Context: an optimization exercise on an open-source flow, tuned for small area, a short achievable clock period and few clock cycles per item. The choices shown serve that exercise and are no tape-out recipe. Function was checked by simulation only, so behaviour that the tests miss may differ from the original. No activity file was given, so power comes from the tool's default toggle rates.

==> flow/design.v, too long to show whole: its modules and the start of the top module <==
// module alu_pipe: 1102 lines
module alu_pipe (
    input  logic        clk,
    input  logic        reset,
    input  logic        valid_i,
    output logic        ready_o,
    input  logic [3:0]  op_i,
    input  logic [31:0] a_i,
    input  logic [31:0] b_i,
    output logic        valid_o,
    input  logic        ready_i,
    output logic [31:0] result_o,
    output logic        zero_o
);
  // ...
==> flow/flow/run.sh <==
#!/bin/bash
# The standard layout (standard.sh), with one change: the buffer that ORFS
# puts on every input and output port is a plain sky130_fd_sc_hd__buf_2 instead
# of the cell the resizer picks by default (clkdlybuf4s50_1, a slow delay cell).
# Every port still gets its buffer. The whole ORFS output goes to standard.log
# here and ORFS's own per-step logs stay under orfs/logs/.
set -euo pipefail
export BUFFER_PORTS_ARGS="-buffer_cell sky130_fd_sc_hd__buf_2"
bash standard.sh > standard.log 2>&1
==> flow/standard.sh <==
#!/bin/bash
# synth_recipe.tcl (not shown) runs the flow's synth.tcl, then flattens the netlist and writes it again
# the make line also repeats each setting of config.mk as NAME=value (left out here)
make -C /OpenROAD-flow-scripts/flow DESIGN_CONFIG=/design/flow/config.mk WORK_HOME=/design/flow/orfs CLKGATE_MAP_FILE= SYNTH_SCRIPT=/design/flow/synth_recipe.tcl "${@:-finish}"
==> flow/config.mk <==
export PLATFORM = sky130hd
export DESIGN_NAME = alu_pipe
export DESIGN_NICKNAME = alu_pipe
export VERILOG_FILES = /design/flow/design.v
export SDC_FILE = /design/flow/constraint.sdc
export NUM_CORES = 4
export LEC_CHECK = 0
export ABC_AREA = 1
export CAP_MARGIN = 20
export CORE_MARGIN = 2
export CORE_UTILIZATION = 40
export CTS_BUF_LIST = sky130_fd_sc_hd__clkbuf_8
export CTS_CLUSTER_DIAMETER = 60
export CTS_CLUSTER_SIZE = 12
export SETUP_SLACK_MARGIN = 3.5
export SLEW_MARGIN = 20
export TNS_END_PERCENT = 0
==> flow/constraint.sdc <==
create_clock -name core_clock -period 6.5 [get_ports {clk}]
set_input_delay 1.3000 -clock core_clock [delete_from_list [all_inputs] [get_ports {clk}]]
set_output_delay 1.3000 -clock core_clock [all_outputs]
set_load 0.01 [all_outputs]
==> flow_summary.ini, run 1 <==
[timing]
tns_ns = 0
setup_violations = 0
fin_ws_ns = 3.037
skew_ns = 0.04363
hold_viol = 0

[finish]
buffers = 240
fin_cells = 3986
antenna_cells = 2
inv_count = 409
final_cell_mix = nand2_1, inv_1, nand3_1
multi_input_area_share_pct = 52.02
largest_registers = ax_s: 32 flops, result_o: 32 flops, y_s: 32 flops
numSequentialCells = 295

[routing]
top_layer_used = met5
remaining_drc_errors = 0
drt-met1-wl_um = 41130

[placed_design]
dp_cells = 3829

[setup_path]
reg2reg_to = q0_24
endpoint = q0_24
r2r_start = ax_s[11]
crit_top_cell = fa_1

[logic_synthesis]
async_flop_share_pct = 0
ys_ff_latch = 295

[global_route]
grt_max_degree = 89
grtUsageMet3_pct = 8.099
antenna_found_initial = 3

[floorplan]
row_count = 93
tap_cells = 855

[clocking]
cts_buffer_depth = 3

[power_and_ir_drop]
clk-power_mw = 1.47
switching_share_pct = 44.72
vdd_drop_max_v = 0.0003232
p_comb_share_pct = 56.4

[status]
status = finished clean
Testbench counts, summed over its fixed seeds: cycles 9,624, items 9,600.
==> run 2: changes to the inputs <==
--- a/flow/design.v
+++ b/flow/design.v
@@ -64,21 +64,23 @@
             bo[k] = is_mul & (b1 ^ b0);
             bt[k] = is_mul & ((b2 & ~b1 & ~b0) | (~b2 & b1 & b0));
             bn[k] = is_mul & b2;
         end
     end
     logic [31:0] ax_s, y_s;
     logic [15:0] bo_s, bt_s, bn_s;
     logic        mul_s, cin_s, slt_s, sltu_s;
+    logic [31:0] axn_s;   
     logic [4:0]  s_s, r_s;
     logic        shf_s, shl_s, rot_s, sra_s, xa_s;
     always_ff @(posedge clk) begin
         if (en && valid_i) begin
             ax_s   <= ax;
+            axn_s  <= ~ax;
             y_s    <= y;
             bo_s   <= bo;
             bt_s   <= bt;
             bn_s   <= bn;
             mul_s  <= is_mul;
             cin_s  <= sub;
             slt_s  <= (op_i == 4'h9);
             sltu_s <= (op_i == 4'hA);
@@ -294,88 +296,88 @@
     assign pp7_10 = ((bo_s[7] & ax_s[10]) | (bt_s[7] & ax_s[9])) ^ bn_s[7];
     assign pp7_11 = ((bo_s[7] & ax_s[11]) | (bt_s[7] & ax_s[10])) ^ bn_s[7];
     assign pp7_12 = ((bo_s[7] & ax_s[12]) | (bt_s[7] & ax_s[11])) ^ bn_s[7];
     assign pp7_13 = ((bo_s[7] & ax_s[13]) | (bt_s[7] & ax_s[12])) ^ bn_s[7];
     assign pp7_14 = ((bo_s[7] & ax_s[14]) | (bt_s[7] & ax_s[13])) ^ bn_s[7];
     assign pp7_15 = ((bo_s[7] & ax_s[15]) | (bt_s[7] & ax_s[14])) ^ bn_s[7];
     assign pp7_16 = ((bo_s[7] & ax_s[16]) | (bt_s[7] & ax_s[15])) ^ bn_s[7];
     assign pp7_17 = ((bo_s[7] & ax_s[17]) | (bt_s[7] & ax_s[16])) ^ bn_s[7];
-    assign pp8_0 = ((bo_s[8] & ax_s[0]) | (bt_s[8] & 1'b0)) ^ bn_s[8];
-    assign pp8_1 = ((bo_s[8] & ax_s[1]) | (bt_s[8] & ax_s[0])) ^ bn_s[8];
-    assign pp8_2 = ((bo_s[8] & ax_s[2]) | (bt_s[8] & ax_s[1])) ^ bn_s[8];
-    assign pp8_3 = ((bo_s[8] & ax_s[3]) | (bt_s[8] & ax_s[2])) ^ bn_s[8];
-    assign pp8_4 = ((bo_s[8] & ax_s[4]) | (bt_s[8] & ax_s[3])) ^ bn_s[8];
-    assign pp8_5 = ((bo_s[8] & ax_s[5]) | (bt_s[8] & ax_s[4])) ^ bn_s[8];
-    assign pp8_6 = ((bo_s[8] & ax_s[6]) | (bt_s[8] & ax_s[5])) ^ bn_s[8];
-    assign pp8_7 = ((bo_s[8] & ax_s[7]) | (bt_s[8] & ax_s[6])) ^ bn_s[8];
-    assign pp8_8 = ((bo_s[8] & ax_s[8]) | (bt_s[8] & ax_s[7])) ^ bn_s[8];
-    assign pp8_9 = ((bo_s[8] & ax_s[9]) | (bt_s[8] & ax_s[8])) ^ bn_s[8];
-    assign pp8_10 = ((bo_s[8] & ax_s[10]) | (bt_s[8] & ax_s[9])) ^ bn_s[8];
-    assign pp8_11 = ((bo_s[8] & ax_s[11]) | (bt_s[8] & ax_s[10])) ^ bn_s[8];
-    assign pp8_12 = ((bo_s[8] & ax_s[12]) | (bt_s[8] & ax_s[11])) ^ bn_s[8];
-    assign pp8_13 = ((bo_s[8] & ax_s[13]) | (bt_s[8] & ax_s[12])) ^ bn_s[8];
-    assign pp8_14 = ((bo_s[8] & ax_s[14]) | (bt_s[8] & ax_s[13])) ^ bn_s[8];
-    assign pp8_15 = ((bo_s[8] & ax_s[15]) | (bt_s[8] & ax_s[14])) ^ bn_s[8];
-    assign pp9_0 = ((bo_s[9] & ax_s[0]) | (bt_s[9] & 1'b0)) ^ bn_s[9];
-    assign pp9_1 = ((bo_s[9] & ax_s[1]) | (bt_s[9] & ax_s[0])) ^ bn_s[9];
-    assign pp9_2 = ((bo_s[9] & ax_s[2]) | (bt_s[9] & ax_s[1])) ^ bn_s[9];
-    assign pp9_3 = ((bo_s[9] & ax_s[3]) | (bt_s[9] & ax_s[2])) ^ bn_s[9];
-    assign pp9_4 = ((bo_s[9] & ax_s[4]) | (bt_s[9] & ax_s[3])) ^ bn_s[9];
-    assign pp9_5 = ((bo_s[9] & ax_s[5]) | (bt_s[9] & ax_s[4])) ^ bn_s[9];
-    assign pp9_6 = ((bo_s[9] & ax_s[6]) | (bt_s[9] & ax_s[5])) ^ bn_s[9];
-    assign pp9_7 = ((bo_s[9] & ax_s[7]) | (bt_s[9] & ax_s[6])) ^ bn_s[9];
-    assign pp9_8 = ((bo_s[9] & ax_s[8]) | (bt_s[9] & ax_s[7])) ^ bn_s[9];
-    assign pp9_9 = ((bo_s[9] & ax_s[9]) | (bt_s[9] & ax_s[8])) ^ bn_s[9];
-    assign pp9_10 = ((bo_s[9] & ax_s[10]) | (bt_s[9] & ax_s[9])) ^ bn_s[9];
-    assign pp9_11 = ((bo_s[9] & ax_s[11]) | (bt_s[9] & ax_s[10])) ^ bn_s[9];
-    assign pp9_12 = ((bo_s[9] & ax_s[12]) | (bt_s[9] & ax_s[11])) ^ bn_s[9];
-    assign pp9_13 = ((bo_s[9] & ax_s[13]) | (bt_s[9] & ax_s[12])) ^ bn_s[9];
-    assign pp10_0 = ((bo_s[10] & ax_s[0]) | (bt_s[10] & 1'b0)) ^ bn_s[10];
-    assign pp10_1 = ((bo_s[10] & ax_s[1]) | (bt_s[10] & ax_s[0])) ^ bn_s[10];
-    assign pp10_2 = ((bo_s[10] & ax_s[2]) | (bt_s[10] & ax_s[1])) ^ bn_s[10];
-    assign pp10_3 = ((bo_s[10] & ax_s[3]) | (bt_s[10] & ax_s[2])) ^ bn_s[10];
-    assign pp10_4 = ((bo_s[10] & ax_s[4]) | (bt_s[10] & ax_s[3])) ^ bn_s[10];
-    assign pp10_5 = ((bo_s[10] & ax_s[5]) | (bt_s[10] & ax_s[4])) ^ bn_s[10];
-    assign pp10_6 = ((bo_s[10] & ax_s[6]) | (bt_s[10] & ax_s[5])) ^ bn_s[10];
-    assign pp10_7 = ((bo_s[10] & ax_s[7]) | (bt_s[10] & ax_s[6])) ^ bn_s[10];
-    assign pp10_8 = ((bo_s[10] & ax_s[8]) | (bt_s[10] & ax_s[7])) ^ bn_s[10];
-    assign pp10_9 = ((bo_s[10] & ax_s[9]) | (bt_s[10] & ax_s[8])) ^ bn_s[10];
-    assign pp10_10 = ((bo_s[10] & ax_s[10]) | (bt_s[10] & ax_s[9])) ^ bn_s[10];
-    assign pp10_11 = ((bo_s[10] & ax_s[11]) | (bt_s[10] & ax_s[10])) ^ bn_s[10];
-    assign pp11_0 = ((bo_s[11] & ax_s[0]) | (bt_s[11] & 1'b0)) ^ bn_s[11];
-    assign pp11_1 = ((bo_s[11] & ax_s[1]) | (bt_s[11] & ax_s[0])) ^ bn_s[11];
-    assign pp11_2 = ((bo_s[11] & ax_s[2]) | (bt_s[11] & ax_s[1])) ^ bn_s[11];
-    assign pp11_3 = ((bo_s[11] & ax_s[3]) | (bt_s[11] & ax_s[2])) ^ bn_s[11];
-    assign pp11_4 = ((bo_s[11] & ax_s[4]) | (bt_s[11] & ax_s[3])) ^ bn_s[11];
-    assign pp11_5 = ((bo_s[11] & ax_s[5]) | (bt_s[11] & ax_s[4])) ^ bn_s[11];
-    assign pp11_6 = ((bo_s[11] & ax_s[6]) | (bt_s[11] & ax_s[5])) ^ bn_s[11];
-    assign pp11_7 = ((bo_s[11] & ax_s[7]) | (bt_s[11] & ax_s[6])) ^ bn_s[11];
-    assign pp11_8 = ((bo_s[11] & ax_s[8]) | (bt_s[11] & ax_s[7])) ^ bn_s[11];
-    assign pp11_9 = ((bo_s[11] & ax_s[9]) | (bt_s[11] & ax_s[8])) ^ bn_s[11];
-    assign pp12_0 = ((bo_s[12] & ax_s[0]) | (bt_s[12] & 1'b0)) ^ bn_s[12];
-    assign pp12_1 = ((bo_s[12] & ax_s[1]) | (bt_s[12] & ax_s[0])) ^ bn_s[12];
-    assign pp12_2 = ((bo_s[12] & ax_s[2]) | (bt_s[12] & ax_s[1])) ^ bn_s[12];
-    assign pp12_3 = ((bo_s[12] & ax_s[3]) | (bt_s[12] & ax_s[2])) ^ bn_s[12];
-    assign pp12_4 = ((bo_s[12] & ax_s[4]) | (bt_s[12] & ax_s[3])) ^ bn_s[12];
-    assign pp12_5 = ((bo_s[12] & ax_s[5]) | (bt_s[12] & ax_s[4])) ^ bn_s[12];
-    assign pp12_6 = ((bo_s[12] & ax_s[6]) | (bt_s[12] & ax_s[5])) ^ bn_s[12];
-    assign pp12_7 = ((bo_s[12] & ax_s[7]) | (bt_s[12] & ax_s[6])) ^ bn_s[12];
-    assign pp13_0 = ((bo_s[13] & ax_s[0]) | (bt_s[13] & 1'b0)) ^ bn_s[13];
-    assign pp13_1 = ((bo_s[13] & ax_s[1]) | (bt_s[13] & ax_s[0])) ^ bn_s[13];
-    assign pp13_2 = ((bo_s[13] & ax_s[2]) | (bt_s[13] & ax_s[1])) ^ bn_s[13];
-    assign pp13_3 = ((bo_s[13] & ax_s[3]) | (bt_s[13] & ax_s[2])) ^ bn_s[13];
-    assign pp13_4 = ((bo_s[13] & ax_s[4]) | (bt_s[13] & ax_s[3])) ^ bn_s[13];
-    assign pp13_5 = ((bo_s[13] & ax_s[5]) | (bt_s[13] & ax_s[4])) ^ bn_s[13];
-    assign pp14_0 = ((bo_s[14] & ax_s[0]) | (bt_s[14] & 1'b0)) ^ bn_s[14];
-    assign pp14_1 = ((bo_s[14] & ax_s[1]) | (bt_s[14] & ax_s[0])) ^ bn_s[14];
-    assign pp14_2 = ((bo_s[14] & ax_s[2]) | (bt_s[14] & ax_s[1])) ^ bn_s[14];
-    assign pp14_3 = ((bo_s[14] & ax_s[3]) | (bt_s[14] & ax_s[2])) ^ bn_s[14];
-    assign pp15_0 = ((bo_s[15] & ax_s[0]) | (bt_s[15] & 1'b0)) ^ bn_s[15];
-    assign pp15_1 = ((bo_s[15] & ax_s[1]) | (bt_s[15] & ax_s[0])) ^ bn_s[15];
+    assign pp8_0 = ((bo_s[8] & ~axn_s[0]) | (bt_s[8] & 1'b0)) ^ bn_s[8];
+    assign pp8_1 = ((bo_s[8] & ~axn_s[1]) | (bt_s[8] & ~axn_s[0])) ^ bn_s[8];
+    assign pp8_2 = ((bo_s[8] & ~axn_s[2]) | (bt_s[8] & ~axn_s[1])) ^ bn_s[8];
+    assign pp8_3 = ((bo_s[8] & ~axn_s[3]) | (bt_s[8] & ~axn_s[2])) ^ bn_s[8];
+    assign pp8_4 = ((bo_s[8] & ~axn_s[4]) | (bt_s[8] & ~axn_s[3])) ^ bn_s[8];
+    assign pp8_5 = ((bo_s[8] & ~axn_s[5]) | (bt_s[8] & ~axn_s[4])) ^ bn_s[8];
+    assign pp8_6 = ((bo_s[8] & ~axn_s[6]) | (bt_s[8] & ~axn_s[5])) ^ bn_s[8];
+    assign pp8_7 = ((bo_s[8] & ~axn_s[7]) | (bt_s[8] & ~axn_s[6])) ^ bn_s[8];
+    assign pp8_8 = ((bo_s[8] & ~axn_s[8]) | (bt_s[8] & ~axn_s[7])) ^ bn_s[8];
+    assign pp8_9 = ((bo_s[8] & ~axn_s[9]) | (bt_s[8] & ~axn_s[8])) ^ bn_s[8];
+    assign pp8_10 = ((bo_s[8] & ~axn_s[10]) | (bt_s[8] & ~axn_s[9])) ^ bn_s[8];
+    assign pp8_11 = ((bo_s[8] & ~axn_s[11]) | (bt_s[8] & ~axn_s[10])) ^ bn_s[8];
+    assign pp8_12 = ((bo_s[8] & ~axn_s[12]) | (bt_s[8] & ~axn_s[11])) ^ bn_s[8];
+    assign pp8_13 = ((bo_s[8] & ~axn_s[13]) | (bt_s[8] & ~axn_s[12])) ^ bn_s[8];
+    assign pp8_14 = ((bo_s[8] & ~axn_s[14]) | (bt_s[8] & ~axn_s[13])) ^ bn_s[8];
+    assign pp8_15 = ((bo_s[8] & ~axn_s[15]) | (bt_s[8] & ~axn_s[14])) ^ bn_s[8];
+    assign pp9_0 = ((bo_s[9] & ~axn_s[0]) | (bt_s[9] & 1'b0)) ^ bn_s[9];
+    assign pp9_1 = ((bo_s[9] & ~axn_s[1]) | (bt_s[9] & ~axn_s[0])) ^ bn_s[9];
+    assign pp9_2 = ((bo_s[9] & ~axn_s[2]) | (bt_s[9] & ~axn_s[1])) ^ bn_s[9];
+    assign pp9_3 = ((bo_s[9] & ~axn_s[3]) | (bt_s[9] & ~axn_s[2])) ^ bn_s[9];
+    assign pp9_4 = ((bo_s[9] & ~axn_s[4]) | (bt_s[9] & ~axn_s[3])) ^ bn_s[9];
+    assign pp9_5 = ((bo_s[9] & ~axn_s[5]) | (bt_s[9] & ~axn_s[4])) ^ bn_s[9];
+    assign pp9_6 = ((bo_s[9] & ~axn_s[6]) | (bt_s[9] & ~axn_s[5])) ^ bn_s[9];
+    assign pp9_7 = ((bo_s[9] & ~axn_s[7]) | (bt_s[9] & ~axn_s[6])) ^ bn_s[9];
+    assign pp9_8 = ((bo_s[9] & ~axn_s[8]) | (bt_s[9] & ~axn_s[7])) ^ bn_s[9];
+    assign pp9_9 = ((bo_s[9] & ~axn_s[9]) | (bt_s[9] & ~axn_s[8])) ^ bn_s[9];
+    assign pp9_10 = ((bo_s[9] & ~axn_s[10]) | (bt_s[9] & ~axn_s[9])) ^ bn_s[9];
+    assign pp9_11 = ((bo_s[9] & ~axn_s[11]) | (bt_s[9] & ~axn_s[10])) ^ bn_s[9];
+    assign pp9_12 = ((bo_s[9] & ~axn_s[12]) | (bt_s[9] & ~axn_s[11])) ^ bn_s[9];
+    assign pp9_13 = ((bo_s[9] & ~axn_s[13]) | (bt_s[9] & ~axn_s[12])) ^ bn_s[9];
+    assign pp10_0 = ((bo_s[10] & ~axn_s[0]) | (bt_s[10] & 1'b0)) ^ bn_s[10];
+    assign pp10_1 = ((bo_s[10] & ~axn_s[1]) | (bt_s[10] & ~axn_s[0])) ^ bn_s[10];
+    assign pp10_2 = ((bo_s[10] & ~axn_s[2]) | (bt_s[10] & ~axn_s[1])) ^ bn_s[10];
+    assign pp10_3 = ((bo_s[10] & ~axn_s[3]) | (bt_s[10] & ~axn_s[2])) ^ bn_s[10];
+    assign pp10_4 = ((bo_s[10] & ~axn_s[4]) | (bt_s[10] & ~axn_s[3])) ^ bn_s[10];
+    assign pp10_5 = ((bo_s[10] & ~axn_s[5]) | (bt_s[10] & ~axn_s[4])) ^ bn_s[10];
+    assign pp10_6 = ((bo_s[10] & ~axn_s[6]) | (bt_s[10] & ~axn_s[5])) ^ bn_s[10];
+    assign pp10_7 = ((bo_s[10] & ~axn_s[7]) | (bt_s[10] & ~axn_s[6])) ^ bn_s[10];
+    assign pp10_8 = ((bo_s[10] & ~axn_s[8]) | (bt_s[10] & ~axn_s[7])) ^ bn_s[10];
+    assign pp10_9 = ((bo_s[10] & ~axn_s[9]) | (bt_s[10] & ~axn_s[8])) ^ bn_s[10];
+    assign pp10_10 = ((bo_s[10] & ~axn_s[10]) | (bt_s[10] & ~axn_s[9])) ^ bn_s[10];
+    assign pp10_11 = ((bo_s[10] & ~axn_s[11]) | (bt_s[10] & ~axn_s[10])) ^ bn_s[10];
+    assign pp11_0 = ((bo_s[11] & ~axn_s[0]) | (bt_s[11] & 1'b0)) ^ bn_s[11];
+    assign pp11_1 = ((bo_s[11] & ~axn_s[1]) | (bt_s[11] & ~axn_s[0])) ^ bn_s[11];
+    assign pp11_2 = ((bo_s[11] & ~axn_s[2]) | (bt_s[11] & ~axn_s[1])) ^ bn_s[11];
+    assign pp11_3 = ((bo_s[11] & ~axn_s[3]) | (bt_s[11] & ~axn_s[2])) ^ bn_s[11];
+    assign pp11_4 = ((bo_s[11] & ~axn_s[4]) | (bt_s[11] & ~axn_s[3])) ^ bn_s[11];
+    assign pp11_5 = ((bo_s[11] & ~axn_s[5]) | (bt_s[11] & ~axn_s[4])) ^ bn_s[11];
+    assign pp11_6 = ((bo_s[11] & ~axn_s[6]) | (bt_s[11] & ~axn_s[5])) ^ bn_s[11];
+    assign pp11_7 = ((bo_s[11] & ~axn_s[7]) | (bt_s[11] & ~axn_s[6])) ^ bn_s[11];
+    assign pp11_8 = ((bo_s[11] & ~axn_s[8]) | (bt_s[11] & ~axn_s[7])) ^ bn_s[11];
+    assign pp11_9 = ((bo_s[11] & ~axn_s[9]) | (bt_s[11] & ~axn_s[8])) ^ bn_s[11];
+    assign pp12_0 = ((bo_s[12] & ~axn_s[0]) | (bt_s[12] & 1'b0)) ^ bn_s[12];
+    assign pp12_1 = ((bo_s[12] & ~axn_s[1]) | (bt_s[12] & ~axn_s[0])) ^ bn_s[12];
+    assign pp12_2 = ((bo_s[12] & ~axn_s[2]) | (bt_s[12] & ~axn_s[1])) ^ bn_s[12];
+    assign pp12_3 = ((bo_s[12] & ~axn_s[3]) | (bt_s[12] & ~axn_s[2])) ^ bn_s[12];
+    assign pp12_4 = ((bo_s[12] & ~axn_s[4]) | (bt_s[12] & ~axn_s[3])) ^ bn_s[12];
+    assign pp12_5 = ((bo_s[12] & ~axn_s[5]) | (bt_s[12] & ~axn_s[4])) ^ bn_s[12];
+    assign pp12_6 = ((bo_s[12] & ~axn_s[6]) | (bt_s[12] & ~axn_s[5])) ^ bn_s[12];
+    assign pp12_7 = ((bo_s[12] & ~axn_s[7]) | (bt_s[12] & ~axn_s[6])) ^ bn_s[12];
+    assign pp13_0 = ((bo_s[13] & ~axn_s[0]) | (bt_s[13] & 1'b0)) ^ bn_s[13];
+    assign pp13_1 = ((bo_s[13] & ~axn_s[1]) | (bt_s[13] & ~axn_s[0])) ^ bn_s[13];
+    assign pp13_2 = ((bo_s[13] & ~axn_s[2]) | (bt_s[13] & ~axn_s[1])) ^ bn_s[13];
+    assign pp13_3 = ((bo_s[13] & ~axn_s[3]) | (bt_s[13] & ~axn_s[2])) ^ bn_s[13];
+    assign pp13_4 = ((bo_s[13] & ~axn_s[4]) | (bt_s[13] & ~axn_s[3])) ^ bn_s[13];
+    assign pp13_5 = ((bo_s[13] & ~axn_s[5]) | (bt_s[13] & ~axn_s[4])) ^ bn_s[13];
+    assign pp14_0 = ((bo_s[14] & ~axn_s[0]) | (bt_s[14] & 1'b0)) ^ bn_s[14];
+    assign pp14_1 = ((bo_s[14] & ~axn_s[1]) | (bt_s[14] & ~axn_s[0])) ^ bn_s[14];
+    assign pp14_2 = ((bo_s[14] & ~axn_s[2]) | (bt_s[14] & ~axn_s[1])) ^ bn_s[14];
+    assign pp14_3 = ((bo_s[14] & ~axn_s[3]) | (bt_s[14] & ~axn_s[2])) ^ bn_s[14];
+    assign pp15_0 = ((bo_s[15] & ~axn_s[0]) | (bt_s[15] & 1'b0)) ^ bn_s[15];
+    assign pp15_1 = ((bo_s[15] & ~axn_s[1]) | (bt_s[15] & ~axn_s[0])) ^ bn_s[15];
     assign ts1 = bn_s[3] ^ pp0_6;
     assign tc2 = bn_s[3] & pp0_6;
     assign ts3 = pp0_7 ^ pp1_5;
     assign tc4 = pp0_7 & pp1_5;
     assign {tc6, ts5} = 2'(bn_s[4]) + 2'(pp0_8) + 2'(pp1_6);
     assign ts7 = pp2_4 ^ pp3_2;
     assign tc8 = pp2_4 & pp3_2;
     assign {tc10, ts9} = 2'(pp0_9) + 2'(pp1_7) + 2'(pp2_5);
==> run 2 against run 1 <==
Net effect:
- first-iteration DRC count fell by 8.6%
- worst hold slack improved by 0.015 ns
- fmax rose by 0.41%
- total power fell by 3.1%
- utilization fell by 1.4 points
- non-clock buffer count fell by 67
==> flow_summary.ini, run 2 <==
[routing]
drt-initial-drc-count = 2873
remaining_drc_errors = 0
wl_per_cell_um = 23.02
via_count = 22970
drtAntennaViolNets = 0
drt-total-wl_um = 92870
drtPass1Iterations = 9
avgViaCountPerCell = 5.694

[logic_synthesis]
syn-num-nets = 3439
synth_common_cells = nand2_1, inv_1, edfxtp_1
synth.avg_cell_area_um2 = 8.718
ys_ff_latch = 311
synth_edf_count = 308
ys_types = 54
synth_top_area_share_pct = 34.20
synth_most_common_cell = nand2_1
synthTopCellsByArea = edfxtp_1, fa_1, xor2_1
synthesis.area_um2 = 27040
yosys_warnings = 1
syn_inst = 3102
ys.flop_type = edfxtp_1
async_flop_share_pct = 0
synth_seq_area_share_pct = 34.42
post-synth-top-area-cell = edfxtp_1

[clocking]
cts_root_buf = clkbuf_8
numCtsBuffers = 38
cts_buffer_depth = 3
cts.htree.levels = 2
clk_latency_ns = 0.65
path_clk_slew_ns = 0.08
cts_tree = yes
cts.sinks = 311

[run]
max_cap_violations = 0

[timing]
setup_violations = 0
finalCritPeriodShare_pct = 53.06
finalMaxSlewViolations = 0
tns_ns = 0
rsz0062_at_grt = yes
skew_ns = 0.04422
hold_viol = 0
max-slew-margin-rel_pct = 23.88
min_period_ns = 3.449
max_freq_mhz = 290.0
worst_slew_pin_slew_ns = 1.141

[global_route]
antenna_found_initial = 7
grt_use_met1_pct = 36.14
grt_pass1_vias = 21220
grt_max_degree = 146
use_met2_pct = 38.72
grt_use_total_pct = 26.05
busiest_layer = met2
grt_pass1_wl_um = 136700
overflow = 0
grtUsageMet3_pct = 5.397

[min_path]
hold_start = y_s[1]
hold_end = q1_1
hold_path.class = flop to flop
min_path_cells = 0

[power_and_ir_drop]
vdd_drop_max_v = 0.0002508
p_per_area_nw_per_um2 = 313.9
switching_share_pct = 43.90
leakage_nw = 12.58
pwr-share-clk_pct = 15.6
p_int_mw = 5.180
pwr-share-seq_pct = 30.9
power_switching_mw = 4.054
p_comb_share_pct = 53.5

[setup_path]
cp-start-kind = flop
required_ns = 6.82
worst-r2r-setup-slack_ns = 3.05
crit_path_end_kind = flop
worstPathArrival_ns = 3.76
reg2reg_to = q0_22
r2r_cells = 10
worst-setup-path-type = flop to flop
r2r_start = r_s[0]
crit_path_max_fanout = 39

[finish]
fin_cells = 4035
utilization_pct = 43.87
largest_registers = ax_s: 32 flops, result_o: 32 flops, y_s: 32 flops
final_cell_mix = nand2_1, inv_1, edfxtp_1
layout_commonest_cell = nand2_1
layout-drive-gt1-share_pct = 11.15
finalNetCount = 3476
syn_to_final_growth_pct = 8.763

[floorplan]
row_count = 95
start_util_pct = 40.34
die_x_um = 264.0
num_io_pins = 107
die-area_um2 = 69700
core_region_area_um2 = 67040
die_height_um = 264.0

[placed_design]
dp_cells = 3929
dpl.hpwl_um = 69560
gp_congestion = 0.9912
numPortBuffers = 106

[status]
status = finished clean
==> run 2: cell count changes after synthesis, moves of 17 or more <==
cell      previous run  this run
buf_2               35        52
o21a_1              37         3
clkbuf_1           116        95
inv_1              372       417
a21oi_1            153       179
nor2_1             177       136
o21ai_0            127        91
nand2_1            421       499
==> run 2: final cells by class <==
| class | instances | area (um2) |
|---|---|---|
| Inverter | 458 | 1836 |
| Clock inverter | 20 | 180.2 |
| Fill cell | 6616 | 37630 |
| Antenna cell | 4 | 10.01 |
| Tap cell | 873 | 1092 |
| Multi-Input combinational cell | 2152 | 15330 |
| Timing Repair Buffer | 173 | 1096 |
| Timing Repair inverter | 5 | 27.53 |
| Clock buffer | 39 | 536.8 |
| Sequential cell | 311 | 9309 |
==> run 2: what timing repair did <==
action                                  4_1_cts  5_1_grt
hold buffers                                  0        0
pin swaps                                     1        5
cloned                                        0        5
setup buffers                                 0       38
resized for setup                             6       42
endpoints found under the setup margin       93      112
==> run 2: per-stage QoR <==
step                instance area (um2)  hold WS [ns]  worst slack, ns  total power, mW
detailed placement                28130        0.4234            2.895            7.584
global route                      29410        0.4728            3.015            10.06
CTS                               28890        0.4466            2.945            9.056
finish                            29410        0.4399            3.051            9.234
floorplan                         27060        0.4003            2.402            6.226
global placement                  28130        0.4100            2.843            7.525
==> run 2: worst max path at each step <==
stage                  from            to  slack (ns)  cells past startpoint
2_1_floorplan       ready_i       ax_s[0]        2.40                      4
3_3_place_gp         r_s[0]         q0_30        2.84                     10
3_5_place_dp         r_s[0]         q0_30        2.89                     10
4_1_cts        result_o[29]        zero_o        2.95                      4
5_1_grt               q0_14  result_o[26]        3.02                     17
6_report             r_s[0]         q0_22        3.05                     10
==> run 2: per-layer routing <==
metal	part of all wire, %	up-vias
met3	11	242
met2	43	1350
met4	5.7	0
met5	0	-
met1	41	10900
li1	-	10480
==> run 2: critical path, stage by stage (launching register included) <==
cell and delay [ns]:
edfxtp_1 0.32, buf_4 0.42, clkinvlp_4 0.50, nand2_1 0.24, nand3_1 0.15, nand3_1 0.21
nand3_1 0.12, nand3_1 0.11, o21ai_0 0.16, o21ai_0 0.68, nand2_1 0.22
==> run 2: logic make-up (layout without fill, tap and decap cells) <==
family          Yosys count  after routing  synth area share (%)
buf+inv                 639            695                 9.392
flops                   311            311                 34.42
fa+ha+maj               265            265                 17.87
xor+xnor                268            268                 8.680
simple gates           1020           1020                 16.38
other cells               0              4                     0
compound gates          599            599                 13.26
==> run 2: power groups by stage <==
stage / Clock [mW] / Combinational, mW / Sequential, mW
floorplan: 0 / 3.44 / 2.79
global placement: 0 / 4.64 / 2.88
detailed placement: 0 / 4.70 / 2.89
CTS: 1.49 / 4.72 / 2.85
global route: 1.54 / 5.64 / 2.87
finish: 1.44 / 4.94 / 2.85
Testbench counts of run 2, summed over its fixed seeds: cycles 9,624, items 9,600.

==> afterwards: timing with drivers on the ports <==
Ports are ideal in the flow. The routed layouts listed here were re-timed in OpenROAD. Step 1 (the two cells are an assumption about what drives the block):
set clk [get_ports {clk}]
set_driving_cell -lib_cell sky130_fd_sc_hd__clkbuf_16 $clk
set_driving_cell -lib_cell sky130_fd_sc_hd__buf_2 [delete_from_list [all_inputs] $clk]
Step 2 moves the port delays by t, midway between the first and last clock arrival at a register: inputs arrive t later, outputs are due t later. That takes back most of the time a late clock gives input paths. Slacks: ideal / step 1 / step 2; pairs: ideal / step 1.
run	t (ns)	setup slack, ns	worst hold slack (ns)	clock arrival spread, ns	slew at the worst register clock pin (ns)
run 1	0.665	3.037 / 3.037 / 2.729	0.425 / 0.425 / 0.425	0.043 / 0.044	0.09 / 0.09
run 2	0.685	3.051 / 3.051 / 2.965	0.440 / 0.440 / 0.440	0.045 / 0.045	0.09 / 0.09
After both steps every run listed still meets setup and hold. The setup slack of run 1, which loses most, moves by 0.000 ns with the drivers and by -0.308 ns with both steps.
